Background: an optimization exercise with open tools, aiming at small area. Do not read the settings as production practice.
No activity file was given, so power comes from the tool's default toggle rates.

// perf_snapshot_unit
module perf_snapshot_unit #(
  parameter int CNT_W = 32
) (
  input  logic             clk,
  input  logic             rst_n,
  input  logic             snap_req,
  input  logic             delta_mode,
  input  logic [CNT_W-1:0] hits,
  input  logic [CNT_W-1:0] misses,
  input  logic [CNT_W-1:0] evictions,
  input  logic [CNT_W-1:0] dirty_evictions,
  input  logic [CNT_W-1:0] predictor_hits,
  input  logic [CNT_W-1:0] predictor_misses,
  input  logic [CNT_W-1:0] stale_events,
  output logic             out_valid,
  input  logic             out_ready,
  output logic [CNT_W-1:0] out_data,
  output logic             out_last,
  output logic [2:0]       out_index,
  output logic             busy,
  output logic [7:0]       drop_count
);
  logic [6:0][CNT_W-1:0] cur, cap, old;
  logic valid_q, first_n, sub_en, delta_q, accept, xfer;
  logic [7:0] oh;   
  logic [15:0] seq;
  logic [CNT_W-1:0] a_word, b_word;
  assign cur = {stale_events, predictor_misses, predictor_hits, dirty_evictions,
                evictions, misses, hits};
  assign xfer = valid_q && out_ready;
  assign accept = snap_req && (!valid_q || (oh[7] && out_ready));
  always_ff @(posedge clk or negedge rst_n) begin
    if (!rst_n) begin
      valid_q <= 1'b0;
      first_n <= 1'b0;
      drop_count <= '0;
    end else begin
      if (accept) begin
        valid_q <= 1'b1;
        first_n <= 1'b1;
      end else begin
        if (xfer && oh[7]) valid_q <= 1'b0;
  ...
For scale: ~1200 cells after synthesis, roughly 280 I/O pins, roughly 19000 um^2 of cells after synthesis.
==> module perf_snapshot_unit, before the edit <==
module perf_snapshot_unit #(
  parameter int CNT_W = 32
) (
  input  logic             clk,
  input  logic             rst_n,
  input  logic             snap_req,
  input  logic             delta_mode,
  input  logic [CNT_W-1:0] hits,
  input  logic [CNT_W-1:0] misses,
  input  logic [CNT_W-1:0] evictions,
  input  logic [CNT_W-1:0] dirty_evictions,
  input  logic [CNT_W-1:0] predictor_hits,
  input  logic [CNT_W-1:0] predictor_misses,
  input  logic [CNT_W-1:0] stale_events,
  output logic             out_valid,
  input  logic             out_ready,
  output logic [CNT_W-1:0] out_data,
  output logic             out_last,
  output logic [2:0]       out_index,
  output logic             busy,
  output logic [7:0]       drop_count
);
  logic [6:0][CNT_W-1:0] cur, cap, old;
  logic valid_q, first_n, sub_en, delta_q, accept, xfer;
  logic [7:0] oh;   
  logic [15:0] seq;
  logic [CNT_W-1:0] a_word, b_word;
  assign cur = {stale_events, predictor_misses, predictor_hits, dirty_evictions,
                evictions, misses, hits};
  assign xfer = valid_q && out_ready;
  assign accept = snap_req && (!valid_q || (oh[7] && out_ready));
  always_ff @(posedge clk or negedge rst_n) begin
    if (!rst_n) begin
      valid_q <= 1'b0;
      first_n <= 1'b0;
      drop_count <= '0;
    end else begin
      if (accept) begin
        valid_q <= 1'b1;
        first_n <= 1'b1;
      end else begin
        if (xfer && oh[7]) valid_q <= 1'b0;
        if (snap_req && drop_count != 8'hFF) drop_count <= drop_count + 8'd1;
      end
    end
  end
  always_ff @(posedge clk) begin
    if (accept) begin
      cap <= cur;
      old <= cap;
      sub_en <= delta_mode && first_n;
      delta_q <= delta_mode;
      seq <= first_n ? seq + 16'd1 : 16'd0;
      oh <= 8'd1;
    end else if (xfer) begin
      oh <= {oh[6:0], oh[7]};
    end
  end
  logic [7:0] sel;
  always_comb begin
    sel = oh;
    a_word = {8'hA5, 4'd7, 3'b000, delta_q, seq} & {CNT_W{sel[0]}};
    b_word = '0;
    for (int k = 0; k < 7; k++) begin
      a_word = a_word | (cap[k] & {CNT_W{sel[k+1]}});
      b_word = b_word | (old[k] & {CNT_W{sel[k+1] & sub_en}});
    end
  end
  assign out_valid = valid_q;
  assign busy = valid_q;
  assign out_index = {oh[4] | oh[5] | oh[6] | oh[7], oh[2] | oh[3] | oh[6] | oh[7],
                     oh[1] | oh[3] | oh[5] | oh[7]};
  assign out_last = valid_q && oh[7];
  assign out_data = a_word - b_word;
endmodule
==> flow/config.mk <==
export PLATFORM = sky130hd
export DESIGN_NAME = perf_snapshot_unit
export DESIGN_NICKNAME = perf_snapshot_unit
export VERILOG_FILES = /design/flow/design.v
export SDC_FILE = /design/flow/constraint.sdc
export NUM_CORES = 4
export LEC_CHECK = 0
export CAP_MARGIN = 0
export CORE_MARGIN = 2
export CORE_UTILIZATION = 65
export SLEW_MARGIN = 0
==> flow/constraint.sdc <==
create_clock -name core_clock -period 6.0 [get_ports {clk}]
set_input_delay 1.2000 -clock core_clock [delete_from_list [all_inputs] [get_ports {clk}]]
set_output_delay 1.2000 -clock core_clock [all_outputs]
set_load 0.01 [all_outputs]
standard.sh (not shown) runs the stock make flow with config.mk's settings and CLKGATE_MAP_FILE= SYNTH_SCRIPT=/design/flow/synth_recipe.tcl, a recipe that flattens the netlist after the stock synthesis.
==> flow/flow/run.sh <==
#!/bin/bash
# Standard layout with smallest port buffers and a lighter clock tree
# (no dummy loads, clkbuf_8 leaf clusters).
export BUFFER_PORTS_ARGS="-buffer_cell sky130_fd_sc_hd__buf_1"
export CTS_ARGS="-sink_clustering_enable -repair_clock_nets -dont_use_dummy_load -buf_list {sky130_fd_sc_hd__clkbuf_8} -sink_clustering_size 16 -sink_clustering_max_diameter 50"
bash standard.sh > standard.log 2>&1
The baseline produced a clean layout.
Next try:
--- a/flow/design.v
+++ b/flow/design.v
@@ -22,5 +22,5 @@
 );
   logic [6:0][CNT_W-1:0] cur, cap, old;
-  logic valid_q, first_n, sub_en, delta_q, accept, xfer;
+  logic valid_q, first_n, zold, delta_q, accept, xfer, sub_en;
   logic [7:0] oh;   
   logic [15:0] seq;
@@ -49,5 +49,5 @@
       cap <= cur;
       old <= cap;
-      sub_en <= delta_mode && first_n;
+      zold <= !first_n;
       delta_q <= delta_mode;
       seq <= first_n ? seq + 16'd1 : 16'd0;
@@ -57,4 +57,5 @@
     end
   end
+  assign sub_en = delta_q && !zold;
   logic [7:0] sel;
   always_comb begin
Result: Final area barely changes. Setup slack gains 0.10 ns. Via count grows by a few percent. Sequential power shrinks slightly. Routed wire length goes up slightly. Non-clock buffer count is higher by 9. Clock skew hardly moves. Worst hold slack improved by 0.040 ns. Sequential share of layout area hardly moves.
No functional check of the RTL was part of any run of this note.

==> static timing again, ports no longer ideal <==
The flow's constraints put no driver on any port. The routed layouts listed below were extracted and timed again, unchanged, in two steps.
Step 1 sets driving cells, clkbuf_16 on the clock port and buf_2 on the other inputs (assumed; they add their load-dependent delay and slew).
Step 2 moves the port delays by t, midway between the first and last clock arrival at a register: inputs arrive t later, outputs are due t later. That takes back most of the time a late clock gives input paths.
a / b / c = ideal ports / drivers / drivers and shift; a / b = the first two.
run	shift t [ns]	setup slack, ns	hold WS [ns]	latest minus earliest clock arrival (ns)
the first run	0.613	0.116 / 0.066 / 0.679	0.399 / 0.399 / 0.399	0.088 / 0.088
the second run	0.599	0.219 / 0.170 / 0.769	0.439 / 0.439 / 0.439	0.074 / 0.074
After both steps every run listed still meets setup and hold.
